Background: an optimization exercise with open tools, aiming at small area and a short achievable clock period. Do not read the settings as production practice. Function was checked by simulation only, so behaviour that the tests miss may differ from the original.

--- flow/flow/run.sh ---
#!/bin/bash
# The standard layout, with port buffers that are plain buffers and timing
# repair that aims for more setup slack than the clock needs. Make's output
# goes to make.log; ORFS keeps each tool's log under orfs/logs.
set -uo pipefail
cd "$(dirname "$0")/.."
bash standard.sh \
  "BUFFER_PORTS_ARGS=-buffer_cell sky130_fd_sc_hd__buf_2" \
  SETUP_SLACK_MARGIN=11.5 CTS_CLUSTER_SIZE=20 CTS_CLUSTER_DIAMETER=150 \
  finish > make.log 2>&1
status=$?
cp -r orfs/logs logs_orfs 2>/dev/null
exit $status
--- flow/standard.sh ---
#!/bin/bash
# synth_recipe.tcl (not shown) runs the flow's synth.tcl, then flattens the netlist and writes it again
# the make line also repeats each setting of config.mk as NAME=value (left out here)
make -C /OpenROAD-flow-scripts/flow DESIGN_CONFIG=/design/flow/config.mk WORK_HOME=/design/flow/orfs CLKGATE_MAP_FILE= SYNTH_SCRIPT=/design/flow/synth_recipe.tcl "${@:-finish}"
--- flow/config.mk ---
export PLATFORM = sky130hd
export DESIGN_NAME = servo_top
export DESIGN_NICKNAME = servo_top
export VERILOG_FILES = /design/flow/design.v
export SDC_FILE = /design/flow/constraint.sdc
export NUM_CORES = 4
export LEC_CHECK = 0
export CAP_MARGIN = 20
export CORE_MARGIN = 2
export CORE_UTILIZATION = 40
export SLEW_MARGIN = 20
--- flow/constraint.sdc ---
create_clock -name core_clock -period 16.0 [get_ports {clk1}]
set_input_delay 3.2000 -clock core_clock [delete_from_list [all_inputs] [get_ports {clk1}]]
set_output_delay 3.2000 -clock core_clock [all_outputs]
set_load 0.01 [all_outputs]
--- flow/design.v ---
package servo_pkg;
	localparam int ADC_W = 16;
	localparam int SIGNAL_W = 24;
	localparam int COEF_W = 18;
	localparam int COEF_FRAC = 16;
	localparam int DAC_W = 16;
	localparam int WB_AW = 4;
	localparam int WB_DW = 32;
	localparam logic [WB_DW-1:0] FW_VERSION = 32'h0000_0012;
	typedef enum logic [WB_AW-1:0] {
		REG_VERSION = 4'd0,
		REG_CONTROL = 4'd1,
		REG_A1_0    = 4'd2,
		REG_B0_0    = 4'd3,
		REG_B1_0    = 4'd4,
		REG_A1_1    = 4'd5,
		REG_B0_1    = 4'd6,
		REG_B1_1    = 4'd7
	} reg_addr_e;
endpackage
`timescale 1ns/1ns
module iir_first_order #(
	parameter int ADC_W     = servo_pkg::ADC_W,
	parameter int SIGNAL_W  = servo_pkg::SIGNAL_W,
	parameter int COEF_W    = servo_pkg::COEF_W,
	parameter int COEF_FRAC = servo_pkg::COEF_FRAC
) (
	input  logic                        clk1,
	input  logic                        i_rst_n,
	input  logic                        i_load,
	input  logic                        i_first,
	input  logic                        i_update,
	input  logic                        i_on,
	input  logic signed [COEF_W-1:0]    i_a1,
	input  logic signed [COEF_W-1:0]    i_b0,
	input  logic signed [COEF_W-1:0]    i_b1,
	input  logic signed [ADC_W-1:0]     i_sample,
	output logic signed [SIGNAL_W-1:0]  o_signal
);
	localparam int SW = COEF_W + 1;    
	localparam int AW = 25;            
	localparam int TW = AW + 4;        
	logic [SW-1:0]              sa, sb, sc;
	logic signed [ADC_W-1:0]    x;
	logic signed [ADC_W-1:0]    xp;
	logic [AW-1:0]              acc_s, acc_c;
	logic [3:0]                 low;
	always_ff @(posedge clk1) begin
		if (i_load) begin
			sa <= {i_a1 & {COEF_W{i_on}}, 1'b0};
			sb <= i_on ? {i_b0, 1'b0} : SW'(1 << (COEF_FRAC + 1));
			sc <= {i_b1 & {COEF_W{i_on}}, 1'b0};
			x <= i_sample;
		end else begin
			sa <= {{4{sa[SW-1]}}, sa[SW-1:4]};
			sb <= {{4{sb[SW-1]}}, sb[SW-1:4]};
			sc <= {{4{sc[SW-1]}}, sc[SW-1:4]};
		end
	end
	logic [2:0] da0, da1, db0, db1, dc0, dc1;    
	function automatic logic [2:0] booth(input logic [2:0] b);
		booth[0] = b[1] ^ b[0];
		booth[1] = b[2] ? (~b[1] & ~b[0]) : (b[1] & b[0]);
		booth[2] = b[2];
	endfunction
	assign da0 = booth(sa[2:0]);
	assign da1 = booth(sa[4:2]);
	assign db0 = booth(sb[2:0]);
	assign db1 = booth(sb[4:2]);
	assign dc0 = booth(sc[2:0]);
	assign dc1 = booth(sc[4:2]);
	function automatic logic [SIGNAL_W:0] pp_y(input logic [2:0] d, input logic [SIGNAL_W-1:0] m);
		logic [SIGNAL_W:0] me;
		logic [SIGNAL_W:0] p;
		me = {m[SIGNAL_W-1], m};
		p = ({(SIGNAL_W+1){d[0]}} & me) | ({(SIGNAL_W+1){d[1]}} & {me[SIGNAL_W-1:0], 1'b0});
		p = p ^ {(SIGNAL_W+1){d[2]}};
		pp_y = {~p[SIGNAL_W], p[SIGNAL_W-1:0]};
	endfunction
	function automatic logic [ADC_W:0] pp_x(input logic [2:0] d, input logic [ADC_W-1:0] m);
		logic [ADC_W:0] me;
		logic [ADC_W:0] p;
		me = {m[ADC_W-1], m};
		p = ({(ADC_W+1){d[0]}} & me) | ({(ADC_W+1){d[1]}} & {me[ADC_W-1:0], 1'b0});
		p = p ^ {(ADC_W+1){d[2]}};
		pp_x = {~p[ADC_W], p[ADC_W-1:0]};
	endfunction
	logic [SIGNAL_W:0] pa0, pa1;
	logic [ADC_W:0]    pb0, pb1, pc0, pc1;
	assign pa0 = pp_y(da0, o_signal);
	assign pa1 = pp_y(da1, o_signal);
	assign pb0 = pp_x(db0, x);
	assign pb1 = pp_x(db1, x);
	assign pc0 = pp_x(dc0, xp);
	assign pc1 = pp_x(dc1, xp);
	logic [AW-1:0] s_in, c_in;
	logic [AW-1:0] s_out, c_out;
	logic [3:0]    low_out;
	assign s_in = i_first ? (AW'(1) << 24) : acc_s;
	assign c_in = i_first ? '0 : acc_c;
	iir_heap heap_i (
		.s_in(s_in),
		.c_in(c_in),
		.pa0(pa0),
		.pa1(pa1),
		.na0(da0[2]),
		.na1(da1[2]),
		.pb0(pb0),
		.pb1(pb1),
		.pc0(pc0),
		.pc1(pc1),
		.nb0(db0[2]),
		.nb1(db1[2]),
		.nc0(dc0[2]),
		.nc1(dc1[2]),
		.o_low(low_out),
		.o_s(s_out),
		.o_c(c_out)
	);
	always_ff @(posedge clk1) begin
		acc_s <= s_out;
		acc_c <= c_out;
		low <= low_out;
	end
	logic [SIGNAL_W-1:0] hi;
	logic [SIGNAL_W+3:0] y_raw;
	logic [SIGNAL_W-1:0] y_sat;
	assign hi = acc_s[SIGNAL_W-1:0] + acc_c[SIGNAL_W-1:0];
	assign y_raw = {hi, low};
	always_comb begin
		if (y_raw[SIGNAL_W+3:SIGNAL_W-1] == {5{y_raw[SIGNAL_W+3]}}) begin
			y_sat = y_raw[SIGNAL_W-1:0];
		end else if (y_raw[SIGNAL_W+3]) begin
			y_sat = {1'b1, {(SIGNAL_W-1){1'b0}}};
		end else begin
			y_sat = {1'b0, {(SIGNAL_W-1){1'b1}}};
		end
	end
	always_ff @(posedge clk1 or negedge i_rst_n) begin
		if (!i_rst_n) begin
			o_signal <= '0;
			xp <= '0;
		end else if (i_update) begin
			o_signal <= y_sat;
			xp <= x;
		end
	end
endmodule
module iir_heap (
	input  logic [24:0] s_in,
	input  logic [24:0] c_in,
	input  logic [24:0] pa0,
	input  logic [24:0] pa1,
	input  logic na0,
	input  logic na1,
	input  logic [16:0] pb0,
	input  logic [16:0] pb1,
	input  logic [16:0] pc0,
	input  logic [16:0] pc1,
	input  logic nb0,
	input  logic nb1,
	input  logic nc0,
	input  logic nc1,
	output logic [3:0] o_low,
	output logic [24:0] o_s,
	output logic [24:0] o_c
);
	logic h1;
	logic h2;
	logic h3;
	logic h4;
	logic h5;
	logic h6;
	logic h7;
	logic h8;
	logic h9;
	logic h10;
	logic h11;
	logic h12;
	logic h13;
	logic h14;
	logic h15;
	logic h16;
	logic h17;
	logic h18;
	logic h19;
	logic h20;
	logic h21;
	logic h22;
	logic h23;
	logic h24;
	logic h25;
	logic h26;
	logic h27;
	logic h28;
	logic h29;
	logic h30;
	logic h31;
	logic h32;
	logic h33;
	logic h34;
	logic h35;
	logic h36;
	logic h37;
	logic h38;
	logic h39;
	logic h40;
	logic h41;
	logic h42;
	logic h43;
	logic h44;
	logic h45;
	logic h46;
	logic h47;
	logic h48;
	logic h49;
	logic h50;
	logic h51;
	logic h52;
	logic h53;
	logic h54;
	logic h55;
	logic h56;
	logic h57;
	logic h58;
	logic h59;
	logic h60;
	logic h61;
	logic h62;
	logic h63;
	logic h64;
	logic h65;
	logic h66;
	logic h67;
	logic h68;
	logic h69;
	logic h70;
	logic h71;
	logic h72;
	logic h73;
	logic h74;
	logic h75;
	logic h76;
	logic h77;
	logic h78;
	logic h79;
	logic h80;
	logic h81;
	logic h82;
	logic h83;
	logic h84;
	logic h85;
	logic h86;
	logic h87;
	logic h88;
	logic h89;
	logic h90;
	logic h91;
	logic h92;
	logic h93;
	logic h94;
	logic h95;
	logic h96;
	logic h97;
	logic h98;
	logic h99;
	logic h100;
	logic h101;
	logic h102;
	logic h103;
	logic h104;
	logic h105;
	logic h106;
	logic h107;
	logic h108;
	logic h109;
	logic h110;
	logic h111;
	logic h112;
	logic h113;
	logic h114;
	logic h115;
	logic h116;
	logic h117;
	logic h118;
	logic h119;
	logic h120;
	logic h121;
	logic h122;
	logic h123;
	logic h124;
	logic h125;
	logic h126;
	logic h127;
	logic h128;
	logic h129;
	logic h130;
	logic h131;
	logic h132;
	logic h133;
	logic h134;
	logic h135;
	logic h136;
	logic h137;
	logic h138;
	logic h139;
	logic h140;
	logic h141;
	logic h142;
	logic h143;
	logic h144;
	logic h145;
	logic h146;
	logic h147;
	logic h148;
	logic h149;
	logic h150;
	logic h151;
	logic h152;
	logic h153;
	logic h154;
	logic h155;
	logic h156;
	logic h157;
	logic h158;
	logic h159;
	logic h160;
	logic h161;
	logic h162;
	logic h163;
	logic h164;
	logic h165;
	logic h166;
	logic h167;
	logic h168;
	logic h169;
	logic h170;
	logic h171;
	logic h172;
	logic h173;
	logic h174;
	logic h175;
	logic h176;
	logic h177;
	logic h178;
	logic h179;
	logic h180;
	logic h181;
	logic h182;
	logic h183;
	logic h184;
	logic h185;
	logic h186;
	logic h187;
	logic h188;
	logic h189;
	logic h190;
	logic h191;
	logic h192;
	logic h193;
	logic h194;
	logic h195;
	logic h196;
	logic h197;
	logic h198;
	logic h199;
	logic h200;
	logic h201;
	logic h202;
	logic h203;
	logic h204;
	logic h205;
	logic h206;
	logic h207;
	logic h208;
	logic h209;
	logic h210;
	logic h211;
	logic h212;
	logic h213;
	logic h214;
	logic h215;
	logic h216;
	logic h217;
	logic h218;
	logic h219;
	logic h220;
	logic h221;
	logic h222;
	logic h223;
	logic h224;
	logic h225;
	logic h226;
	logic h227;
	logic h228;
	logic h229;
	logic h230;
	logic h231;
	logic h232;
	logic h233;
	logic h234;
	logic h235;
	logic h236;
	logic h237;
	logic h238;
	logic h239;
	logic h240;
	logic h241;
	logic h242;
	logic h243;
	logic h244;
	logic h245;
	logic h246;
	logic h247;
	logic h248;
	logic h249;
	logic h250;
	logic h251;
	logic h252;
	logic h253;
	logic h254;
	logic h255;
	logic h256;
	logic h257;
	logic h258;
	logic h259;
	logic h260;
	logic h261;
	logic h262;
	logic h263;
	logic h264;
	logic h265;
	logic h266;
	logic h267;
	logic h268;
	logic h269;
	logic h270;
	logic h271;
	logic h272;
	logic h273;
	logic h274;
	logic h275;
	logic h276;
	logic h277;
	logic h278;
	logic h279;
	logic h280;
	logic h281;
	logic h282;
	logic h283;
	logic h284;
	logic h285;
	logic h286;
	logic h287;
	logic h288;
	logic h289;
	logic h290;
	assign h1 = c_in[0] ^ s_in[0] ^ na0;
	assign h2 = (c_in[0] & s_in[0]) | (c_in[0] & na0) | (s_in[0] & na0);
	assign h3 = h1 ^ pa0[0];
	assign h4 = h1 & pa0[0];
	assign h5 = c_in[1] ^ s_in[1] ^ h2;
	assign h6 = (c_in[1] & s_in[1]) | (c_in[1] & h2) | (s_in[1] & h2);
	assign h7 = pa0[1] ^ h4 ^ h5;
	assign h8 = (pa0[1] & h4) | (pa0[1] & h5) | (h4 & h5);
	assign h9 = c_in[2] ^ s_in[2] ^ na1;
	assign h10 = (c_in[2] & s_in[2]) | (c_in[2] & na1) | (s_in[2] & na1);
	assign h11 = h9 ^ pa0[2] ^ pa1[0];
	assign h12 = (h9 & pa0[2]) | (h9 & pa1[0]) | (pa0[2] & pa1[0]);
	assign h13 = h6 ^ h11 ^ h8;
	assign h14 = (h6 & h11) | (h6 & h8) | (h11 & h8);
	assign h15 = c_in[3] ^ s_in[3] ^ h10;
	assign h16 = (c_in[3] & s_in[3]) | (c_in[3] & h10) | (s_in[3] & h10);
	assign h17 = pa0[3] ^ pa1[1] ^ h12;
	assign h18 = (pa0[3] & pa1[1]) | (pa0[3] & h12) | (pa1[1] & h12);
	assign h19 = h15 ^ h17 ^ h14;
	assign h20 = (h15 & h17) | (h15 & h14) | (h17 & h14);
	assign h21 = c_in[4] ^ s_in[4] ^ pa0[4];
	assign h22 = (c_in[4] & s_in[4]) | (c_in[4] & pa0[4]) | (s_in[4] & pa0[4]);
	assign h23 = pa1[2] ^ h16 ^ h21;
	assign h24 = (pa1[2] & h16) | (pa1[2] & h21) | (h16 & h21);
	assign h25 = h18 ^ h23;
	assign h26 = h18 & h23;
	assign h27 = c_in[5] ^ s_in[5] ^ pa0[5];
	assign h28 = (c_in[5] & s_in[5]) | (c_in[5] & pa0[5]) | (s_in[5] & pa0[5]);
	assign h29 = pa1[3] ^ h22 ^ h27;
	assign h30 = (pa1[3] & h22) | (pa1[3] & h27) | (h22 & h27);
	assign h31 = h24 ^ h29;
	assign h32 = h24 & h29;
	assign h33 = c_in[6] ^ s_in[6] ^ pa0[6];
	assign h34 = (c_in[6] & s_in[6]) | (c_in[6] & pa0[6]) | (s_in[6] & pa0[6]);
	assign h35 = pa1[4] ^ h28 ^ h33;
	assign h36 = (pa1[4] & h28) | (pa1[4] & h33) | (h28 & h33);
	assign h37 = h30 ^ h35;
	assign h38 = h30 & h35;
	assign h39 = c_in[7] ^ s_in[7] ^ pa0[7];
	assign h40 = (c_in[7] & s_in[7]) | (c_in[7] & pa0[7]) | (s_in[7] & pa0[7]);
	assign h41 = pa1[5] ^ h34 ^ h39;
	assign h42 = (pa1[5] & h34) | (pa1[5] & h39) | (h34 & h39);
	assign h43 = h36 ^ h41;
	assign h44 = h36 & h41;
	assign h45 = c_in[8] ^ s_in[8] ^ nb0;
	assign h46 = (c_in[8] & s_in[8]) | (c_in[8] & nb0) | (s_in[8] & nb0);
	assign h47 = nc0 ^ h45 ^ pa0[8];
	assign h48 = (nc0 & h45) | (nc0 & pa0[8]) | (h45 & pa0[8]);
	assign h49 = pa1[6] ^ pb0[0] ^ pc0[0];
	assign h50 = (pa1[6] & pb0[0]) | (pa1[6] & pc0[0]) | (pb0[0] & pc0[0]);
	assign h51 = h40 ^ h47 ^ h49;
	assign h52 = (h40 & h47) | (h40 & h49) | (h47 & h49);
	assign h53 = h42 ^ h51;
	assign h54 = h42 & h51;
	assign h55 = c_in[9] ^ s_in[9] ^ h46;
	assign h56 = (c_in[9] & s_in[9]) | (c_in[9] & h46) | (s_in[9] & h46);
	assign h57 = pa0[9] ^ pa1[7] ^ pb0[1];
	assign h58 = (pa0[9] & pa1[7]) | (pa0[9] & pb0[1]) | (pa1[7] & pb0[1]);
	assign h59 = pc0[1] ^ h48 ^ h50;
	assign h60 = (pc0[1] & h48) | (pc0[1] & h50) | (h48 & h50);
	assign h61 = h55 ^ h57 ^ h52;
	assign h62 = (h55 & h57) | (h55 & h52) | (h57 & h52);
	assign h63 = h59 ^ h54;
	assign h64 = h59 & h54;
	assign h65 = c_in[10] ^ s_in[10] ^ nb1;
	assign h66 = (c_in[10] & s_in[10]) | (c_in[10] & nb1) | (s_in[10] & nb1);
	assign h67 = nc1 ^ h65 ^ pa0[10];
	assign h68 = (nc1 & h65) | (nc1 & pa0[10]) | (h65 & pa0[10]);
	assign h69 = pa1[8] ^ pb0[2] ^ pb1[0];
	assign h70 = (pa1[8] & pb0[2]) | (pa1[8] & pb1[0]) | (pb0[2] & pb1[0]);
	assign h71 = pc0[2] ^ pc1[0] ^ h56;
	assign h72 = (pc0[2] & pc1[0]) | (pc0[2] & h56) | (pc1[0] & h56);
	assign h73 = h58 ^ h67 ^ h69;
	assign h74 = (h58 & h67) | (h58 & h69) | (h67 & h69);
	assign h75 = h60 ^ h71 ^ h73;
	assign h76 = (h60 & h71) | (h60 & h73) | (h71 & h73);
	assign h77 = h62 ^ h64;
	assign h78 = h62 & h64;
	assign h79 = c_in[11] ^ s_in[11] ^ h66;
	assign h80 = (c_in[11] & s_in[11]) | (c_in[11] & h66) | (s_in[11] & h66);
	assign h81 = pa0[11] ^ pa1[9] ^ pb0[3];
	assign h82 = (pa0[11] & pa1[9]) | (pa0[11] & pb0[3]) | (pa1[9] & pb0[3]);
	assign h83 = pb1[1] ^ pc0[3] ^ pc1[1];
	assign h84 = (pb1[1] & pc0[3]) | (pb1[1] & pc1[1]) | (pc0[3] & pc1[1]);
	assign h85 = h68 ^ h70 ^ h79;
	assign h86 = (h68 & h70) | (h68 & h79) | (h70 & h79);
	assign h87 = h81 ^ h83 ^ h72;
	assign h88 = (h81 & h83) | (h81 & h72) | (h83 & h72);
	assign h89 = h74 ^ h85 ^ h87;
	assign h90 = (h74 & h85) | (h74 & h87) | (h85 & h87);
	assign h91 = h76 ^ h78;
	assign h92 = h76 & h78;
	assign h93 = c_in[12] ^ s_in[12] ^ pa0[12];
	assign h94 = (c_in[12] & s_in[12]) | (c_in[12] & pa0[12]) | (s_in[12] & pa0[12]);
	assign h95 = pa1[10] ^ pb0[4] ^ pb1[2];
	assign h96 = (pa1[10] & pb0[4]) | (pa1[10] & pb1[2]) | (pb0[4] & pb1[2]);
	assign h97 = pc0[4] ^ pc1[2] ^ h80;
	assign h98 = (pc0[4] & pc1[2]) | (pc0[4] & h80) | (pc1[2] & h80);
	assign h99 = h82 ^ h84 ^ h93;
	assign h100 = (h82 & h84) | (h82 & h93) | (h84 & h93);
	assign h101 = h95 ^ h86 ^ h97;
	assign h102 = (h95 & h86) | (h95 & h97) | (h86 & h97);
	assign h103 = h99 ^ h88 ^ h101;
	assign h104 = (h99 & h88) | (h99 & h101) | (h88 & h101);
	assign h105 = h90 ^ h103;
	assign h106 = h90 & h103;
	assign h107 = c_in[13] ^ s_in[13] ^ pa0[13];
	assign h108 = (c_in[13] & s_in[13]) | (c_in[13] & pa0[13]) | (s_in[13] & pa0[13]);
	assign h109 = pa1[11] ^ pb0[5] ^ pb1[3];
	assign h110 = (pa1[11] & pb0[5]) | (pa1[11] & pb1[3]) | (pb0[5] & pb1[3]);
	assign h111 = pc0[5] ^ pc1[3] ^ h94;
	assign h112 = (pc0[5] & pc1[3]) | (pc0[5] & h94) | (pc1[3] & h94);
	assign h113 = h96 ^ h107 ^ h109;
	assign h114 = (h96 & h107) | (h96 & h109) | (h107 & h109);
	assign h115 = h98 ^ h100 ^ h111;
	assign h116 = (h98 & h100) | (h98 & h111) | (h100 & h111);
	assign h117 = h113 ^ h102 ^ h115;
	assign h118 = (h113 & h102) | (h113 & h115) | (h102 & h115);
	assign h119 = h104 ^ h117;
	assign h120 = h104 & h117;
	assign h121 = c_in[14] ^ s_in[14] ^ pa0[14];
	assign h122 = (c_in[14] & s_in[14]) | (c_in[14] & pa0[14]) | (s_in[14] & pa0[14]);
	assign h123 = pa1[12] ^ pb0[6] ^ pb1[4];
	assign h124 = (pa1[12] & pb0[6]) | (pa1[12] & pb1[4]) | (pb0[6] & pb1[4]);
	assign h125 = pc0[6] ^ pc1[4] ^ h108;
	assign h126 = (pc0[6] & pc1[4]) | (pc0[6] & h108) | (pc1[4] & h108);
	assign h127 = h110 ^ h121 ^ h123;
	assign h128 = (h110 & h121) | (h110 & h123) | (h121 & h123);
	assign h129 = h112 ^ h114 ^ h125;
	assign h130 = (h112 & h114) | (h112 & h125) | (h114 & h125);
	assign h131 = h127 ^ h116 ^ h129;
	assign h132 = (h127 & h116) | (h127 & h129) | (h116 & h129);
	assign h133 = h118 ^ h131;
	assign h134 = h118 & h131;
	assign h135 = c_in[15] ^ s_in[15] ^ pa0[15];
	assign h136 = (c_in[15] & s_in[15]) | (c_in[15] & pa0[15]) | (s_in[15] & pa0[15]);
	assign h137 = pa1[13] ^ pb0[7] ^ pb1[5];
	assign h138 = (pa1[13] & pb0[7]) | (pa1[13] & pb1[5]) | (pb0[7] & pb1[5]);
	assign h139 = pc0[7] ^ pc1[5] ^ h122;
	assign h140 = (pc0[7] & pc1[5]) | (pc0[7] & h122) | (pc1[5] & h122);
	assign h141 = h124 ^ h135 ^ h137;
	assign h142 = (h124 & h135) | (h124 & h137) | (h135 & h137);
	assign h143 = h126 ^ h128 ^ h139;
	assign h144 = (h126 & h128) | (h126 & h139) | (h128 & h139);
	assign h145 = h141 ^ h130 ^ h143;
	assign h146 = (h141 & h130) | (h141 & h143) | (h130 & h143);
	assign h147 = h132 ^ h145;
	assign h148 = h132 & h145;
	assign h149 = c_in[16] ^ s_in[16] ^ pa0[16];
	assign h150 = (c_in[16] & s_in[16]) | (c_in[16] & pa0[16]) | (s_in[16] & pa0[16]);
	assign h151 = pa1[14] ^ pb0[8] ^ pb1[6];
	assign h152 = (pa1[14] & pb0[8]) | (pa1[14] & pb1[6]) | (pb0[8] & pb1[6]);
	assign h153 = pc0[8] ^ pc1[6] ^ h136;
	assign h154 = (pc0[8] & pc1[6]) | (pc0[8] & h136) | (pc1[6] & h136);
	assign h155 = h138 ^ h149 ^ h151;
	assign h156 = (h138 & h149) | (h138 & h151) | (h149 & h151);
	assign h157 = h140 ^ h142 ^ h153;
	assign h158 = (h140 & h142) | (h140 & h153) | (h142 & h153);
	assign h159 = h155 ^ h144 ^ h157;
	assign h160 = (h155 & h144) | (h155 & h157) | (h144 & h157);
	assign h161 = h146 ^ h159;
	assign h162 = h146 & h159;
	assign h163 = c_in[17] ^ s_in[17] ^ pa0[17];
	assign h164 = (c_in[17] & s_in[17]) | (c_in[17] & pa0[17]) | (s_in[17] & pa0[17]);
	assign h165 = pa1[15] ^ pb0[9] ^ pb1[7];
	assign h166 = (pa1[15] & pb0[9]) | (pa1[15] & pb1[7]) | (pb0[9] & pb1[7]);
	assign h167 = pc0[9] ^ pc1[7] ^ h150;
	assign h168 = (pc0[9] & pc1[7]) | (pc0[9] & h150) | (pc1[7] & h150);
	assign h169 = h152 ^ h163 ^ h165;
	assign h170 = (h152 & h163) | (h152 & h165) | (h163 & h165);
	assign h171 = h154 ^ h156 ^ h167;
	assign h172 = (h154 & h156) | (h154 & h167) | (h156 & h167);
	assign h173 = h169 ^ h158 ^ h171;
	assign h174 = (h169 & h158) | (h169 & h171) | (h158 & h171);
	assign h175 = h160 ^ h173;
	assign h176 = h160 & h173;
	assign h177 = c_in[18] ^ s_in[18] ^ pa0[18];
	assign h178 = (c_in[18] & s_in[18]) | (c_in[18] & pa0[18]) | (s_in[18] & pa0[18]);
	assign h179 = pa1[16] ^ pb0[10] ^ pb1[8];
	assign h180 = (pa1[16] & pb0[10]) | (pa1[16] & pb1[8]) | (pb0[10] & pb1[8]);
	assign h181 = pc0[10] ^ pc1[8] ^ h164;
	assign h182 = (pc0[10] & pc1[8]) | (pc0[10] & h164) | (pc1[8] & h164);
	assign h183 = h166 ^ h177 ^ h179;
	assign h184 = (h166 & h177) | (h166 & h179) | (h177 & h179);
	assign h185 = h168 ^ h170 ^ h181;
	assign h186 = (h168 & h170) | (h168 & h181) | (h170 & h181);
	assign h187 = h183 ^ h172 ^ h185;
	assign h188 = (h183 & h172) | (h183 & h185) | (h172 & h185);
	assign h189 = h174 ^ h187;
	assign h190 = h174 & h187;
	assign h191 = c_in[19] ^ s_in[19] ^ pa0[19];
	assign h192 = (c_in[19] & s_in[19]) | (c_in[19] & pa0[19]) | (s_in[19] & pa0[19]);
	assign h193 = pa1[17] ^ pb0[11] ^ pb1[9];
	assign h194 = (pa1[17] & pb0[11]) | (pa1[17] & pb1[9]) | (pb0[11] & pb1[9]);
	assign h195 = pc0[11] ^ pc1[9] ^ h178;
	assign h196 = (pc0[11] & pc1[9]) | (pc0[11] & h178) | (pc1[9] & h178);
	assign h197 = h180 ^ h191 ^ h193;
	assign h198 = (h180 & h191) | (h180 & h193) | (h191 & h193);
	assign h199 = h182 ^ h184 ^ h195;
	assign h200 = (h182 & h184) | (h182 & h195) | (h184 & h195);
	assign h201 = h197 ^ h186 ^ h199;
	assign h202 = (h197 & h186) | (h197 & h199) | (h186 & h199);
	assign h203 = h188 ^ h201;
	assign h204 = h188 & h201;
	assign h205 = c_in[20] ^ s_in[20] ^ pa0[20];
	assign h206 = (c_in[20] & s_in[20]) | (c_in[20] & pa0[20]) | (s_in[20] & pa0[20]);
	assign h207 = pa1[18] ^ pb0[12] ^ pb1[10];
	assign h208 = (pa1[18] & pb0[12]) | (pa1[18] & pb1[10]) | (pb0[12] & pb1[10]);
	assign h209 = pc0[12] ^ pc1[10] ^ h192;
	assign h210 = (pc0[12] & pc1[10]) | (pc0[12] & h192) | (pc1[10] & h192);
	assign h211 = h194 ^ h205 ^ h207;
	assign h212 = (h194 & h205) | (h194 & h207) | (h205 & h207);
	assign h213 = h196 ^ h198 ^ h209;
	assign h214 = (h196 & h198) | (h196 & h209) | (h198 & h209);
	assign h215 = h211 ^ h200 ^ h213;
	assign h216 = (h211 & h200) | (h211 & h213) | (h200 & h213);
	assign h217 = h202 ^ h215;
	assign h218 = h202 & h215;
	assign h219 = c_in[21] ^ s_in[21] ^ pa0[21];
	assign h220 = (c_in[21] & s_in[21]) | (c_in[21] & pa0[21]) | (s_in[21] & pa0[21]);
	assign h221 = pa1[19] ^ pb0[13] ^ pb1[11];
	assign h222 = (pa1[19] & pb0[13]) | (pa1[19] & pb1[11]) | (pb0[13] & pb1[11]);
	assign h223 = pc0[13] ^ pc1[11] ^ h206;
	assign h224 = (pc0[13] & pc1[11]) | (pc0[13] & h206) | (pc1[11] & h206);
	assign h225 = h208 ^ h219 ^ h221;
	assign h226 = (h208 & h219) | (h208 & h221) | (h219 & h221);
	assign h227 = h210 ^ h212 ^ h223;
	assign h228 = (h210 & h212) | (h210 & h223) | (h212 & h223);
	assign h229 = h225 ^ h214 ^ h227;
	assign h230 = (h225 & h214) | (h225 & h227) | (h214 & h227);
	assign h231 = h216 ^ h229;
	assign h232 = h216 & h229;
	assign h233 = c_in[22] ^ s_in[22] ^ pa0[22];
	assign h234 = (c_in[22] & s_in[22]) | (c_in[22] & pa0[22]) | (s_in[22] & pa0[22]);
	assign h235 = pa1[20] ^ pb0[14] ^ pb1[12];
	assign h236 = (pa1[20] & pb0[14]) | (pa1[20] & pb1[12]) | (pb0[14] & pb1[12]);
	assign h237 = pc0[14] ^ pc1[12] ^ h220;
	assign h238 = (pc0[14] & pc1[12]) | (pc0[14] & h220) | (pc1[12] & h220);
	assign h239 = h222 ^ h233 ^ h235;
	assign h240 = (h222 & h233) | (h222 & h235) | (h233 & h235);
	assign h241 = h224 ^ h226 ^ h237;
	assign h242 = (h224 & h226) | (h224 & h237) | (h226 & h237);
	assign h243 = h239 ^ h228 ^ h241;
	assign h244 = (h239 & h228) | (h239 & h241) | (h228 & h241);
	assign h245 = h230 ^ h243;
	assign h246 = h230 & h243;
	assign h247 = c_in[23] ^ s_in[23] ^ pa0[23];
	assign h248 = (c_in[23] & s_in[23]) | (c_in[23] & pa0[23]) | (s_in[23] & pa0[23]);
	assign h249 = pa1[21] ^ pb0[15] ^ pb1[13];
	assign h250 = (pa1[21] & pb0[15]) | (pa1[21] & pb1[13]) | (pb0[15] & pb1[13]);
	assign h251 = pc0[15] ^ pc1[13] ^ h234;
	assign h252 = (pc0[15] & pc1[13]) | (pc0[15] & h234) | (pc1[13] & h234);
	assign h253 = h236 ^ h247 ^ h249;
	assign h254 = (h236 & h247) | (h236 & h249) | (h247 & h249);
	assign h255 = h238 ^ h240 ^ h251;
	assign h256 = (h238 & h240) | (h238 & h251) | (h240 & h251);
	assign h257 = h253 ^ h242 ^ h255;
	assign h258 = (h253 & h242) | (h253 & h255) | (h242 & h255);
	assign h259 = h244 ^ h257;
	assign h260 = h244 & h257;
	assign h261 = c_in[24] ^ s_in[24] ^ pa0[24];
	assign h262 = (c_in[24] & s_in[24]) | (c_in[24] & pa0[24]) | (s_in[24] & pa0[24]);
	assign h263 = pa1[22] ^ pb0[16] ^ pb1[14];
	assign h264 = (pa1[22] & pb0[16]) | (pa1[22] & pb1[14]) | (pb0[16] & pb1[14]);
	assign h265 = pc0[16] ^ pc1[14] ^ h248;
	assign h266 = (pc0[16] & pc1[14]) | (pc0[16] & h248) | (pc1[14] & h248);
	assign h267 = h250 ^ h261 ^ h263;
	assign h268 = (h250 & h261) | (h250 & h263) | (h261 & h263);
	assign h269 = h252 ^ h254 ^ h265;
	assign h270 = (h252 & h254) | (h252 & h265) | (h254 & h265);
	assign h271 = h267 ^ h256 ^ h269;
	assign h272 = (h267 & h256) | (h267 & h269) | (h256 & h269);
	assign h273 = h258 ^ h271;
	assign h274 = h258 & h271;
	assign h275 = pa1[23] ^ pb1[15] ^ pc1[15];
	assign h276 = (pa1[23] & pb1[15]) | (pa1[23] & pc1[15]) | (pb1[15] & pc1[15]);
	assign h277 = h262 ^ h264 ^ h275;
	assign h278 = (h262 & h264) | (h262 & h275) | (h264 & h275);
	assign h279 = h266 ^ h268 ^ h277;
	assign h280 = (h266 & h268) | (h266 & h277) | (h268 & h277);
	assign h281 = h270 ^ h279 ^ h272;
	assign h282 = (h270 & h279) | (h270 & h272) | (h279 & h272);
	assign h283 = pa1[24] ^ pb1[16] ^ pc1[16];
	assign h284 = (pa1[24] & pb1[16]) | (pa1[24] & pc1[16]) | (pb1[16] & pc1[16]);
	assign h285 = h276 ^ h283 ^ h278;
	assign h286 = (h276 & h283) | (h276 & h278) | (h283 & h278);
	assign h287 = h280 ^ h285;
	assign h288 = h280 & h285;
	assign h289 = h284 ^ h286;
	assign h290 = h284 & h286;
	assign o_low[0] = h3;
	assign o_low[1] = h7;
	assign o_low[2] = h13;
	assign o_low[3] = h19;
	assign o_s[0] = h25;
	assign o_c[0] = h20;
	assign o_s[1] = h26;
	assign o_c[1] = h31;
	assign o_s[2] = h32;
	assign o_c[2] = h37;
	assign o_s[3] = h38;
	assign o_c[3] = h43;
	assign o_s[4] = h44;
	assign o_c[4] = h53;
	assign o_s[5] = h61;
	assign o_c[5] = h63;
	assign o_s[6] = h75;
	assign o_c[6] = h77;
	assign o_s[7] = h89;
	assign o_c[7] = h91;
	assign o_s[8] = h92;
	assign o_c[8] = h105;
	assign o_s[9] = h106;
	assign o_c[9] = h119;
	assign o_s[10] = h120;
	assign o_c[10] = h133;
	assign o_s[11] = h134;
	assign o_c[11] = h147;
	assign o_s[12] = h148;
	assign o_c[12] = h161;
	assign o_s[13] = h162;
	assign o_c[13] = h175;
	assign o_s[14] = h176;
	assign o_c[14] = h189;
	assign o_s[15] = h190;
	assign o_c[15] = h203;
	assign o_s[16] = h204;
	assign o_c[16] = h217;
	assign o_s[17] = h218;
	assign o_c[17] = h231;
	assign o_s[18] = h232;
	assign o_c[18] = h245;
	assign o_s[19] = h246;
	assign o_c[19] = h259;
	assign o_s[20] = h260;
	assign o_c[20] = h273;
	assign o_s[21] = h274;
	assign o_c[21] = h281;
	assign o_s[22] = h287;
	assign o_c[22] = h282;
	assign o_s[23] = h288;
	assign o_c[23] = h289;
	assign o_s[24] = h290;
	assign o_c[24] = 1'b0;
endmodule
`timescale 1ns/1ns
module channel_diff #(
	parameter int SIGNAL_W = servo_pkg::SIGNAL_W,
	parameter int DAC_W    = servo_pkg::DAC_W
) (
	input  logic                        clk1,
	input  logic signed [SIGNAL_W-1:0]  i_sig0,
	input  logic signed [SIGNAL_W-1:0]  i_sig1,
	output logic signed [SIGNAL_W-1:0]  o_error,
	output logic signed [DAC_W-1:0]     o_dac_word
);
	localparam logic signed [SIGNAL_W-1:0] SIG_MAX = {1'b0, {(SIGNAL_W-1){1'b1}}};
	localparam logic signed [SIGNAL_W-1:0] SIG_MIN = {1'b1, {(SIGNAL_W-1){1'b0}}};
	logic signed [SIGNAL_W:0]   diff;
	logic signed [SIGNAL_W-1:0] diff_sat;
	assign diff = i_sig0 - i_sig1;
	always_comb begin
		if (diff[SIGNAL_W] == diff[SIGNAL_W-1]) begin
			diff_sat = diff[SIGNAL_W-1:0];
		end else if (diff[SIGNAL_W]) begin
			diff_sat = SIG_MIN;
		end else begin
			diff_sat = SIG_MAX;
		end
	end
	always_ff @(posedge clk1) begin
		o_error <= diff_sat;
	end
	assign o_dac_word = o_error[SIGNAL_W-1 -: DAC_W];
endmodule
`timescale 1ns/1ns
module servo_regs #(
	parameter int COEF_W = servo_pkg::COEF_W
) (
	input  logic                          clk1,
	input  logic                          i_rst_n,
	input  logic                          i_wb_cyc,
	input  logic                          i_wb_stb,
	input  logic                          i_wb_we,
	input  logic [servo_pkg::WB_AW-1:0]   i_wb_adr,
	input  logic [servo_pkg::WB_DW-1:0]   i_wb_dat,
	output logic [servo_pkg::WB_DW-1:0]   o_wb_dat,
	output logic                          o_wb_ack,
	output logic                          o_filt_on0,
	output logic                          o_filt_on1,
	output logic signed [COEF_W-1:0]      o_a1_0,
	output logic signed [COEF_W-1:0]      o_b0_0,
	output logic signed [COEF_W-1:0]      o_b1_0,
	output logic signed [COEF_W-1:0]      o_a1_1,
	output logic signed [COEF_W-1:0]      o_b0_1,
	output logic signed [COEF_W-1:0]      o_b1_1,
	output logic [1:0]                    o_afe_gain0,
	output logic [1:0]                    o_afe_gain1
);
	logic                      wb_new;
	logic                      wr;
	logic [1:0]                on_q;
	logic [3:0]                gain_q;
	logic signed [COEF_W-1:0]  a1_0_q, b0_0_q, b1_0_q, a1_1_q, b0_1_q, b1_1_q;
	logic [COEF_W-1:0]         rd_lo;
	logic                      rd_hi;
	logic [COEF_W-1:0]         rd_lo_q;
	logic                      rd_hi_q;
	assign wb_new = i_wb_cyc & i_wb_stb & ~o_wb_ack;
	assign wr = wb_new & i_wb_we;
	always_ff @(posedge clk1 or negedge i_rst_n) begin
		if (!i_rst_n) begin
			o_wb_ack <= 1'b0;
			on_q <= '0;
			a1_0_q <= '0;
			b0_0_q <= '0;
			b1_0_q <= '0;
			a1_1_q <= '0;
			b0_1_q <= '0;
			b1_1_q <= '0;
		end else begin
			o_wb_ack <= wb_new;
			if (wr && i_wb_adr == 4'd1) on_q <= i_wb_dat[1:0];
			if (wr && i_wb_adr == 4'd2) a1_0_q <= i_wb_dat[COEF_W-1:0];
			if (wr && i_wb_adr == 4'd3) b0_0_q <= i_wb_dat[COEF_W-1:0];
			if (wr && i_wb_adr == 4'd4) b1_0_q <= i_wb_dat[COEF_W-1:0];
			if (wr && i_wb_adr == 4'd5) a1_1_q <= i_wb_dat[COEF_W-1:0];
			if (wr && i_wb_adr == 4'd6) b0_1_q <= i_wb_dat[COEF_W-1:0];
			if (wr && i_wb_adr == 4'd7) b1_1_q <= i_wb_dat[COEF_W-1:0];
		end
	end
	always_ff @(posedge clk1 or negedge i_rst_n) begin
		if (!i_rst_n) begin
			gain_q <= '0;
		end else begin
			if (wr && i_wb_adr == 4'd1) gain_q <= i_wb_dat[5:2];
		end
	end
	always_comb begin
		rd_lo = '0;
		rd_hi = 1'b0;
		case (i_wb_adr)
			4'd0: rd_lo = COEF_W'(servo_pkg::FW_VERSION);
			4'd1: rd_lo = COEF_W'({gain_q, on_q});
			4'd2: begin rd_lo = a1_0_q; rd_hi = a1_0_q[COEF_W-1]; end
			4'd3: begin rd_lo = b0_0_q; rd_hi = b0_0_q[COEF_W-1]; end
			4'd4: begin rd_lo = b1_0_q; rd_hi = b1_0_q[COEF_W-1]; end
			4'd5: begin rd_lo = a1_1_q; rd_hi = a1_1_q[COEF_W-1]; end
			4'd6: begin rd_lo = b0_1_q; rd_hi = b0_1_q[COEF_W-1]; end
			4'd7: begin rd_lo = b1_1_q; rd_hi = b1_1_q[COEF_W-1]; end
			default: begin
			end
		endcase
	end
	always_ff @(posedge clk1) begin
		rd_lo_q <= rd_lo;
		rd_hi_q <= rd_hi;
	end
	assign o_wb_dat = {{(servo_pkg::WB_DW-COEF_W){rd_hi_q}}, rd_lo_q};
	assign o_filt_on0 = on_q[0];
	assign o_filt_on1 = on_q[1];
	assign o_a1_0 = a1_0_q;
	assign o_b0_0 = b0_0_q;
	assign o_b1_0 = b1_0_q;
	assign o_a1_1 = a1_1_q;
	assign o_b0_1 = b0_1_q;
	assign o_b1_1 = b1_1_q;
	assign o_afe_gain0 = ~gain_q[1:0];
	assign o_afe_gain1 = ~gain_q[3:2];
endmodule
`timescale 1ns/1ns
module servo_top #(
	parameter int ADC_W     = servo_pkg::ADC_W,
	parameter int SIGNAL_W  = servo_pkg::SIGNAL_W,
	parameter int COEF_W    = servo_pkg::COEF_W,
	parameter int COEF_FRAC = servo_pkg::COEF_FRAC,
	parameter int DAC_W     = servo_pkg::DAC_W
) (
	input  logic                          clk1,
	input  logic                          i_rst_n,
	input  logic                          i_wb_cyc,
	input  logic                          i_wb_stb,
	input  logic                          i_wb_we,
	input  logic [servo_pkg::WB_AW-1:0]   i_wb_adr,
	input  logic [servo_pkg::WB_DW-1:0]   i_wb_dat,
	output logic [servo_pkg::WB_DW-1:0]   o_wb_dat,
	output logic                          o_wb_ack,
	input  logic signed [ADC_W-1:0]       i_adc0,
	input  logic signed [ADC_W-1:0]       i_adc1,
	input  logic                          i_sample_valid,
	output logic signed [DAC_W-1:0]       o_dac_word,
	output logic                          o_dac_valid,
	output logic signed [SIGNAL_W-1:0]    o_error,
	output logic [1:0]                    o_afe_gain0,
	output logic [1:0]                    o_afe_gain1
);
	logic                       filt_on0;
	logic                       filt_on1;
	logic signed [COEF_W-1:0]   a1_0;
	logic signed [COEF_W-1:0]   b0_0;
	logic signed [COEF_W-1:0]   b1_0;
	logic signed [COEF_W-1:0]   a1_1;
	logic signed [COEF_W-1:0]   b0_1;
	logic signed [COEF_W-1:0]   b1_1;
	servo_regs #(
		.COEF_W(COEF_W)
	) regs_i (
		.clk1(clk1),
		.i_rst_n(i_rst_n),
		.i_wb_cyc(i_wb_cyc),
		.i_wb_stb(i_wb_stb),
		.i_wb_we(i_wb_we),
		.i_wb_adr(i_wb_adr),
		.i_wb_dat(i_wb_dat),
		.o_wb_dat(o_wb_dat),
		.o_wb_ack(o_wb_ack),
		.o_filt_on0(filt_on0),
		.o_filt_on1(filt_on1),
		.o_a1_0(a1_0),
		.o_b0_0(b0_0),
		.o_b1_0(b1_0),
		.o_a1_1(a1_1),
		.o_b0_1(b0_1),
		.o_b1_1(b1_1),
		.o_afe_gain0(o_afe_gain0),
		.o_afe_gain1(o_afe_gain1)
	);
	logic [2:0] step;
	always_ff @(posedge clk1 or negedge i_rst_n) begin
		if (!i_rst_n) begin
			step <= '0;
			o_dac_valid <= 1'b0;
		end else begin
			step <= (step == 3'd0) ? {2'b00, i_sample_valid} : step + 3'd1;
			o_dac_valid <= (step == 3'd7);
		end
	end
	logic load, first, update;
	assign load = (step == 3'd0);
	assign first = (step == 3'd1);
	assign update = (step == 3'd6);
	logic signed [SIGNAL_W-1:0] sig0;
	logic signed [SIGNAL_W-1:0] sig1;
	iir_first_order #(
		.ADC_W(ADC_W),
		.SIGNAL_W(SIGNAL_W),
		.COEF_W(COEF_W),
		.COEF_FRAC(COEF_FRAC)
	) iir0_i (
		.clk1(clk1),
		.i_rst_n(i_rst_n),
		.i_load(load),
		.i_first(first),
		.i_update(update),
		.i_on(filt_on0),
		.i_a1(a1_0),
		.i_b0(b0_0),
		.i_b1(b1_0),
		.i_sample(i_adc0),
		.o_signal(sig0)
	);
	iir_first_order #(
		.ADC_W(ADC_W),
		.SIGNAL_W(SIGNAL_W),
		.COEF_W(COEF_W),
		.COEF_FRAC(COEF_FRAC)
	) iir1_i (
		.clk1(clk1),
		.i_rst_n(i_rst_n),
		.i_load(load),
		.i_first(first),
		.i_update(update),
		.i_on(filt_on1),
		.i_a1(a1_1),
		.i_b0(b0_1),
		.i_b1(b1_1),
		.i_sample(i_adc1),
		.o_signal(sig1)
	);
	channel_diff #(
		.SIGNAL_W(SIGNAL_W),
		.DAC_W(DAC_W)
	) diff_i (
		.clk1(clk1),
		.i_sig0(sig0),
		.i_sig1(sig1),
		.o_error(o_error),
		.o_dac_word(o_dac_word)
	);
endmodule
==> results of run 1 <==
[repair_timing]
| action | in CTS | in global routing |
|---|---|---|
| endpoints found under the setup margin | 124 | 71 |
| pin swaps | 2 | 5 |
| setup buffers | 4 | 4 |
| gates cloned | 0 | 1 |
| resized for setup | 18 | 25 |
[kinds of logic after synthesis]
family,count (synthesis),share of synthesized area
flip-flops,494,0.360
XOR/XNOR,289,0.0810
multiplexers,125,0.0449
AND/OR/NAND/NOR,683,0.0990
AO/OA/AOI/OAI,565,0.133
buffers and inverters,511,0.0659
adder cells (fa/ha/maj),399,0.217
[state kept, by name (all words and copies together), names as in the netlist, 19 cells and up]
name / cells
iir0_i.acc_s: 25
iir1_i.acc_s: 25
diff_i.o_error: 24
iir0_i.acc_c: 24
iir0_i.o_signal: 24
iir1_i.acc_c: 24
iir1_i.o_signal: 24
iir0_i.sa: 19
iir0_i.sb: 19
iir0_i.sc: 19
iir1_i.sa: 19
iir1_i.sb: 19
iir1_i.sc: 19
[cell usage after synthesis (74+ instances only)]
library cell | instances | share of area
dfrtp_1 | 199 | 0.16
fa_1 | 243 | 0.16
and2_1 | 74 | 0.015
nand3_1 | 108 | 0.017
a22oi_1 | 258 | 0.062
clkbuf_1 | 121 | 0.014
xnor2_1 | 253 | 0.071
inv_1 | 307 | 0.037
nand2_1 | 339 | 0.041
dfxtp_1 | 257 | 0.16
ha_1 | 149 | 0.060
mux2_2 | 124 | 0.045
[critical path: cells and delay by family]
kind                   cells  cell delay [ns]
AOI/OAI and AO/OA          1             0.38
buffers and inverters      1             0.25
and+or+nand+nor            3             1.22
[final cells by class]
cell class	instances	area [µm²]
well taps	1040	1300
clock buffers	50	815
repair buffers	174	1020
diodes	1	2.50
inverters	319	1200
multi-input cells	2062	18500
flip-flops and latches	494	11300
clock inverters	1	30.0
fillers	7521	43400
[how the worst min path moves through the flow]
| stage | endpoint | cells past startpoint | slack [ns] | startpoint |
|---|---|---|---|---|
| after detailed placement | iir1_i.sb[13] | 2 | 0.40 | iir1_i.sb[17] |
| after CTS | iir0_i.sc[9] | 2 | 0.41 | iir0_i.sc[13] |
| final | iir1_i.sb[9] | 2 | 0.42 | iir1_i.sb[13] |
| after global routing | iir0_i.sa[8] | 2 | 0.43 | iir0_i.sa[12] |
| after floorplan | iir0_i.sa[10] | 2 | 0.39 | iir0_i.sa[14] |
| after global placement | iir0_i.sa[4] | 2 | 0.40 | iir0_i.sa[8] |
[stage by stage]
| step | std cells | area [µm²] |
|---|---|---|
| 6_report | 4141 | 34100 |
| 5_1_grt | 4140 | 34100 |
| 4_1_cts | 4135 | 33900 |
| 3_5_place_dp | 4080 | 33000 |
| 3_3_place_gp | 4079 | 33000 |
| 2_1_floorplan | 3066 | 31800 |
[cells in the final DEF, fill, tap and decap left out, drive strengths merged, types with 15 or more instances in the layout]
cell and instances:
nand2 339, inv 317, a22oi 258, dfxtp 257, xnor2 254, fa 243, dfrtp 199, buf 173
ha 149, mux2 125, nand3 108, and2 74, nor2 71, o21ai 61, clkbuf 51, a21oi 49
edfxtp 38, xor2 35, a21o 32, a221o 23, a22o 22, a221oi 20, nor3 20, and3 15
[metal layers]
layer	vias to the layer above	part of all wire
li1	10300	-
met1	10900	0.44
met2	558	0.49
met3	103	0.043
met4	10	0.024
met5	-	0.00080
==> flow_summary.json, run 1 <==
{
  "ys_ff_latch": 494,
  "holdWs_ns": 0.415,
  "worst_ep_arrival_time_ns": 5.07,
  "drtAntennaViolNets": 0,
  "rsz0062_at_grt": "no",
  "io_buffers": 137,
  "r2r_cells": 14,
  "dieHeight_um": 284,
  "synth_edf_count": 38,
  "async_flop_share": 0.403,
  "drc": 0,
  "ys.flop_type": "dfxtp_1",
  "skew_ns": 0.0668,
  "grt_busiest_layer": "met2",
  "required_ns": 16.58,
  "drtIter0Drc": 1838,
  "fin_ws_ns": 11.52,
  "layout-area-overhead-vs-synth_pct": 8.89,
  "critPathSlowestCell": "nor2_2",
  "layout-drive-gt1-share": 0.128,
  "r2r_slack_ns": 11.68,
  "synth_cell_types": 72,
  "clock_path_buffers": 3,
  "grt_use_met1": 0.264,
  "ys_seq_area_frac": 0.360,
  "dpl_worst_slack_ns": 10.38,
  "syn-cell-area_mm2": 0.0313,
  "max_clock_freq_ghz": 0.223,
  "final.min_clock_period_ns": 4.48,
  "cts_buffers": 28,
  "grt_pass1_vias": 21800,
  "core_mm2": 0.0775,
  "viasPerCell": 5.30,
  "period_share": 0.280,
  "track_usage": 0.195,
  "worstMarginPinSlew_ns": 1.15,
  "initial_core_util": 0.404,
  "rows": 102,
  "num_vias": 21900,
  "status": "timing/DRC/antenna clean",
  "syn_inst": 3066,
  "startpoint": "i_wb_adr[2]",
  "ios": 152,
  "dp_hpwl_mm": 58.9,
  "cts_root_buf": "clkbuf_16",
  "grtUsageMet2": 0.334,
  "hold_viol": 0,
  "crit_end": "regs_i.rd_lo_q[2]",
  "clkSlewWorstSetupHoldPaths_ns": 0.09,
  "wl_per_cell_um": 19.1,
  "crit_chain": "buf_2 -> nand2b_4 -> nor2_2 -> a222oi_1 -> nand3_1",
  "gp_congestion": 0.859,
  "antenna_found_initial": 7,
  "synth_warnings": 4,
  "syn_avg_cell_area_um2": 10.2,
  "first_pass_iters": 6,
  "path_class": "input port to flop",
  "htreeDepth": 1,
  "r2r_end": "iir0_i.acc_c[13]",
  "grt_max_degree": 84,
  "grt_pass1_wl_mm": 125,
  "r2r_start": "iir0_i.sa[2]",
  "cts_tree": "yes",
  "critPathMaxStageDelay_ns": 0.91,
  "maxCapViolCount": 0,
  "crit_fanout": 16,
  "ctsHoldBuffers": 0,
  "final-setup-viol-count": 0,
  "fp.dieW_um": 284,
  "grt_use_met3": 0.0209,
  "crit_path_end_kind": "flop",
  "start_kind": "input port",
  "slew_viol_final": 0,
  "clk_latency_ns": 0.65,
  "slew_headroom": 0.232,
  "grt_overflow_total": 0,
  "hp-class": "flop to flop",
  "cts_sinks": 494,
  "tns_ns": 0,
  "final_nets": 3545,
  "final_core_util": 0.440,
  "syn_nets": 3532,
  "wl_mm": 79.2,
  "die_area_mm2": 0.0806
}
==> run 2: changes to the inputs <==
--- a/flow/flow/run.sh
+++ b/flow/flow/run.sh
@@ -6,7 +6,7 @@
 cd "$(dirname "$0")/.."
 bash standard.sh \
   "BUFFER_PORTS_ARGS=-buffer_cell sky130_fd_sc_hd__buf_2" \
-  SETUP_SLACK_MARGIN=11.5 CTS_CLUSTER_SIZE=20 CTS_CLUSTER_DIAMETER=150 \
+  SETUP_SLACK_MARGIN=11.62 CTS_CLUSTER_SIZE=20 CTS_CLUSTER_DIAMETER=150 \
   finish > make.log 2>&1
 status=$?
 cp -r orfs/logs logs_orfs 2>/dev/null
==> run 2 against run 1 <==
Net effect: die area unchanged; highest routed layer unchanged; first-iteration DRC count down 7.6%; critical path type is now flop to output pin; clock-buffer cell count down 1; critical path depth down 3; setup slack better by 0.038 ns.
==> flow_summary.json, run 2 <==
{
  "r2r_start": "iir0_i.sa[2]",
  "n_antenna_cell": 0,
  "r2r_slack_ns": 11.76,
  "worst_ep_arrival_time_ns": 1.25,
  "final_nets": 3558,
  "drc": 0,
  "ios": 152,
  "ys_ff_latch": 494,
  "num_vias": 22000,
  "die_area_mm2": 0.0806,
  "yosysMostFrequentCell": "nand2_1",
  "grt_overflow_total": 0,
  "dp_cells": 4075,
  "htreeDepth": 1,
  "fillers": 7398,
  "yosysTopAreaCell": "dfxtp_1",
  "worstMarginPinSlew_ns": 1.07,
  "final_cells": 4153,
  "path_class": "flop to output pin",
  "track_usage": 0.195,
  "multiInputGateArea_mm2": 0.0185,
  "final_common_cell": "nand2_1",
  "dieHeight_um": 284,
  "skew_ns": 0.0507,
  "synth_top_area_frac": 0.164,
  "start_kind": "flop",
  "ys.flop_type": "dfxtp_1",
  "dpl_worst_slack_ns": 10.00,
  "grt_max_degree": 99,
  "slew_viol_final": 0,
  "hold_start": "iir0_i.sc[10]",
  "tns_ns": 0,
  "layout-area-overhead-vs-synth_pct": 9.65,
  "cts_buffers": 28,
  "synth_common_cells": "nand2_1 (339), inv_1 (307), a22oi_1 (258)",
  "syn_avg_cell_area_um2": 10.2,
  "clk_latency_ns": 0.64,
  "viasPerCell": 5.29,
  "initial_core_util": 0.404,
  "syn_inst": 3066,
  "required_ns": 12.80,
  "io_buffers": 137,
  "max_clock_freq_ghz": 0.225,
  "synth_cell_types": 72,
  "layout-drive-gt1-share": 0.134,
  "grt_pass1_wl_mm": 125,
  "synth_warnings": 4,
  "wl_mm": 78.9,
  "first_pass_iters": 7,
  "r2r_cells": 14,
  "clkSlewWorstSetupHoldPaths_ns": 0.09,
  "syn-cell-area_mm2": 0.0313,
  "fin_ws_ns": 11.55,
  "hold_viol": 0,
  "seq_area_mm2": 0.0113,
  "rows": 102,
  "final-setup-viol-count": 0,
  "synth_edf_count": 38,
  "r2r_end": "iir0_i.acc_c[17]",
  "hp-class": "flop to flop",
  "hold_end": "iir0_i.sc[6]",
  "core_mm2": 0.0775,
  "grt_pass1_vias": 21800,
  "status": "timing/DRC/antenna clean",
  "slew_headroom": 0.285,
  "cts_tree": "yes",
  "synth_area_leaders": "dfxtp_1 (16%), dfrtp_1 (16%), fa_1 (16%)",
  "crit_fanout": 2,
  "period_share": 0.278,
  "ctsHoldBuffers": 0,
  "drtIter0Drc": 1699,
  "rsz0062_at_grt": "yes",
  "layout_common_cells": "nand2_1 (335), inv_1 (304), a22oi_1 (256)",
  "clock_path_buffers": 3,
  "top_regs": "iir0_i.acc_s: 25 flops, iir1_i.acc_s: 25 flops",
  "whs_path_depth": 2,
  "wl_per_cell_um": 19.0,
  "gp_congestion": 0.839,
  "antenna_found_initial": 7,
  "final.min_clock_period_ns": 4.45,
  "cts_sinks": 494,
  "drtAntennaViolNets": 0,
  "async_flop_share": 0.403,
  "maxCapViolCount": 0,
  "cts_root_buf": "clkbuf_16",
  "final_core_util": 0.443,
  "fp.dieW_um": 284,
  "ys_seq_area_frac": 0.360,
  "syn_nets": 3532,
  "crit_path_end_kind": "output pin",
  "dp_hpwl_mm": 58.5
}
==> run 2: cell count changes in the layout (fill, tap and decap cells not counted), sizes merged <==
cell / delta
diode: -1
buf: +14
clkbuf: -2
inv: +1
==> run 2: cell families after synthesis <==
group	share of synthesized area
AND/OR/NAND/NOR	0.0990
AO/OA/AOI/OAI	0.133
buffers and inverters	0.0659
flip-flops	0.360
adder cells (fa/ha/maj)	0.217
XOR/XNOR	0.0810
multiplexers	0.0449
==> run 2: what timing repair did <==
item | CTS | global route
pin swaps | 3 | 5
setup buffers | 8 | 18
endpoints found under the setup margin | 227 | 191
resized for setup | 47 | 24
cloned | 0 | 1
==> run 2: how the worst max path moves through the flow <==
stage	cells past startpoint	slack [ns]	from	end
after CTS	2	11.47	regs_i.gain_q[1]	o_afe_gain0[1]
after global routing	2	11.51	regs_i.gain_q[1]	o_afe_gain0[1]
after global placement	6	10.05	i_wb_adr[2]	regs_i.b1_0_q[2]
final	2	11.55	regs_i.gain_q[1]	o_afe_gain0[1]
after floorplan	8	11.26	i_wb_adr[2]	regs_i.b1_0_q[10]
after detailed placement	6	10.00	i_wb_adr[2]	regs_i.b1_0_q[6]
==> run 2: critical path: stages (launching register included) <==
cell,delay [ns]
dfrtp_2,0.45
inv_2,0.06
buf_6,0.09
==> run 2: metal layers <==
metal / track usage / part of all wire
met3: 0.0207 / 0.042
met2: 0.329 / 0.48
met5: 0 / 0.00081
met1: 0.266 / 0.45
met4: 0.0508 / 0.029
==> run 2: layout make-up <==
cell class / count / share of cell area
timing repair buffer: 187 / 0.0347
sequential: 494 / 0.329
clock buffer: 49 / 0.0227
multi-input combinational: 2062 / 0.540
inverter: 319 / 0.0353
clock inverter: 2 / 0.00106
tap: 1040 / 0.0379
==> run 2: per-stage QoR <==
step	hold WS, ns	instance area, µm²
floorplan	0.392	31900
global placement	0.398	33100
detailed placement	0.400	33100
CTS	0.417	34100
global route	0.437	34400
finish	0.418	34400
==> run 3: changes to the inputs <==
--- a/flow/flow/run.sh
+++ b/flow/flow/run.sh
@@ -6,7 +6,7 @@
 cd "$(dirname "$0")/.."
 bash standard.sh \
   "BUFFER_PORTS_ARGS=-buffer_cell sky130_fd_sc_hd__buf_2" \
-  SETUP_SLACK_MARGIN=11.62 CTS_CLUSTER_SIZE=20 CTS_CLUSTER_DIAMETER=150 \
+  SETUP_SLACK_MARGIN=11.62 CTS_CLUSTER_SIZE=20 CTS_CLUSTER_DIAMETER=150 "BUFFER_PORTS_ARGS=-buffer_cell sky130_fd_sc_hd__buf_1" \
   finish > make.log 2>&1
 status=$?
 cp -r orfs/logs logs_orfs 2>/dev/null
==> run 3 against run 2 <==
Net effect: maximum frequency decreased by 0.51%; die area unchanged; still clean on timing, DRC and antenna; highest routed layer unchanged; critical endpoint is now o_dac_valid; cell area about the same.
==> flow_summary.json, run 3 <==
{
  "status": "timing/DRC/antenna clean",
  "critPathMaxStageDelay_ns": 0.48,
  "yosysMostFrequentCell": "nand2_1",
  "ios": 152,
  "holdWs_ns": 0.417,
  "syn_nets": 3532,
  "final_cells": 4153,
  "critPathSlowestCell": "dfrtp_2",
  "hp-class": "flop to flop",
  "syn-cell-area_mm2": 0.0313,
  "dp_cells": 4076,
  "num_vias": 22000,
  "synth_area_leaders": "dfxtp_1 (16%), dfrtp_1 (16%), fa_1 (16%)",
  "core_mm2": 0.0775,
  "period_share": 0.279,
  "hold_viol": 0,
  "synth_edf_count": 38,
  "layout-area-overhead-vs-synth_pct": 9.67,
  "ys_ff_latch": 494,
  "fp.dieW_um": 284,
  "grt_pass1_wl_mm": 126,
  "tns_ns": 0,
  "fillers": 7466,
  "maxCapViolCount": 0,
  "synth_cell_types": 72,
  "yosysTopAreaCell": "dfxtp_1",
  "slew_viol_final": 0,
  "slew_headroom": 0.266,
  "ctsHoldBuffers": 0,
  "viasPerCell": 5.30,
  "drc": 0,
  "initial_core_util": 0.404,
  "synth_common_cells": "nand2_1 (339), inv_1 (307), a22oi_1 (258)",
  "worst_ep_arrival_time_ns": 1.27,
  "crit_chain": "clkbuf_2",
  "skew_ns": 0.0505,
  "antenna_found_initial": 4,
  "max_clock_freq_ghz": 0.224,
  "synth_top_area_frac": 0.164,
  "cts_tree": "yes",
  "syn_inst": 3066,
  "io_buffers": 137,
  "clock_path_buffers": 3,
  "final_common_cell": "nand2_1",
  "grt_max_degree": 77,
  "ys_seq_area_frac": 0.360,
  "gp_congestion": 0.871,
  "path_class": "flop to output pin",
  "dpl_worst_slack_ns": 9.79,
  "dp_hpwl_mm": 58.4,
  "grt_pass1_vias": 21900,
  "cts_root_buf": "clkbuf_16",
  "final.min_clock_period_ns": 4.47,
  "fin_ws_ns": 11.53,
  "first_pass_iters": 5,
  "crit_fanout": 1,
  "htreeDepth": 1,
  "cts_sinks": 494,
  "grt_overflow_total": 0,
  "wl_mm": 78.7,
  "rows": 102,
  "required_ns": 12.80,
  "rsz0062_at_grt": "yes",
  "final_nets": 3558,
  "clk_latency_ns": 0.65,
  "final-setup-viol-count": 0,
  "layout-drive-gt1-share": 0.102,
  "worstMarginPinSlew_ns": 1.10,
  "ys.flop_type": "dfxtp_1",
  "syn_avg_cell_area_um2": 10.2,
  "track_usage": 0.195,
  "wl_per_cell_um": 18.9,
  "layout_common_cells": "nand2_1 (335), inv_1 (305), a22oi_1 (254)",
  "dieHeight_um": 284,
  "async_flop_share": 0.403,
  "start_kind": "flop",
  "die_area_mm2": 0.0806,
  "synth_warnings": 4,
  "path_buf_inv": 1,
  "crit_path_end_kind": "output pin",
  "drtIter0Drc": 1547,
  "cts_buffers": 28,
  "clkSlewWorstSetupHoldPaths_ns": 0.09,
  "n_antenna_cell": 0,
  "critPathTopFamily": "flip-flops",
  "top_regs": "iir0_i.acc_s: 25 flops, iir1_i.acc_s: 25 flops",
  "drtAntennaViolNets": 0
}
run 3: cell counts after synthesis:
No cell type changed its count.
run 3: tightest hold or removal path, delay by kind of cell, from the launching register on:
family | cells | cell delay [ns]
DFF | 1 | 0.31
and+or+nand+nor | 2 | 0.08
run 3: metal layers:
layer | part of all wire | vias up | GRT usage
li1 | - | 10300 | -
met1 | 0.44 | 11000 | 0.263
met2 | 0.49 | 554 | 0.336
met3 | 0.048 | 90 | 0.0264
met4 | 0.021 | 6 | 0.0399
met5 | 0.00053 | - | 0
run 3: cell families after synthesis:
| group | synth area share |
|---|---|
| AO/OA/AOI/OAI | 0.133 |
| XOR/XNOR | 0.0810 |
| flip-flops | 0.360 |
| multiplexers | 0.0449 |
| buffers and inverters | 0.0659 |
| adder cells (fa/ha/maj) | 0.217 |
| AND/OR/NAND/NOR | 0.0990 |
run 3: timing repair:
item | 4_1_cts | 5_1_grt
gates cloned | 0 | 1
setup endpoints to repair | 273 | 190
buffers inserted | 11 | 14
gates resized for setup | 89 | 32
pin swaps | 5 | 5
run 3: final timing paths:
check,startpoint,slack (ns),depth (start not counted),endpoint
max in group asynchronous,i_rst_n,11.96,3,iir1_i.o_signal[0]
min,iir0_i.sa[17],0.42,2,iir0_i.sa[13]
max reg2reg,iir0_i.sa[1],11.79,12,iir0_i.acc_c[21]
max,o_dac_valid,11.53,1,o_dac_valid
min reg2reg,iir0_i.sa[17],0.42,2,iir0_i.sa[13]
min in group asynchronous,i_rst_n,2.46,1,regs_i.b0_0_q[14]
run 3: metrics by stage:
step | utilization | cell area (µm²)
final | 0.444 | 34400
after CTS | 0.440 | 34100
after global placement | 0.425 | 32900
after floorplan | - | 31900
after global routing | 0.444 | 34400
after detailed placement | 0.425 | 32900
run 3: cell type report:
type / instances / area (µm²) / share of cell area
Multi-Input combinational cell: 2062 / 18600 / 0.540
Timing Repair Buffer: 187 / 1140 / 0.0333
Clock buffer: 49 / 790 / 0.0230
Inverter: 319 / 1220 / 0.0354
Clock inverter: 2 / 60.1 / 0.00175
Tap cell: 1040 / 1300 / 0.0379
Sequential cell: 494 / 11300 / 0.329

==> separate check: timing with driven ports <==
How much do the figures lean on ideal ports? The routed layouts below were timed once more, with nothing changed but the port constraints.
Step 1: set_driving_cell puts a clkbuf_16 on clk1 and a buf_2 on each other input, an assumption about the parent block.
Step 2 also shifts input and output timing later by t, the mid clock arrival at the registers, as if the neighbouring blocks saw the same clock.
Three values: ideal, step 1, step 2; two values: the first two.
| run | t (ns) | setup slack, ns | worst register clock-pin slew, ns |
|---|---|---|---|
| run 1 | 0.681 | 11.516 / 11.489 / 10.854 | 0.10 / 0.10 |
| run 2 | 0.676 | 11.554 / 11.490 / 10.993 | 0.10 / 0.10 |
| run 3 | 0.689 | 11.531 / 11.463 / 10.909 | 0.10 / 0.10 |
After both steps setup and hold are still met in every run listed. For run 1, which loses most, drivers alone change the setup slack by -0.027 ns; drivers and shift together by -0.662 ns.
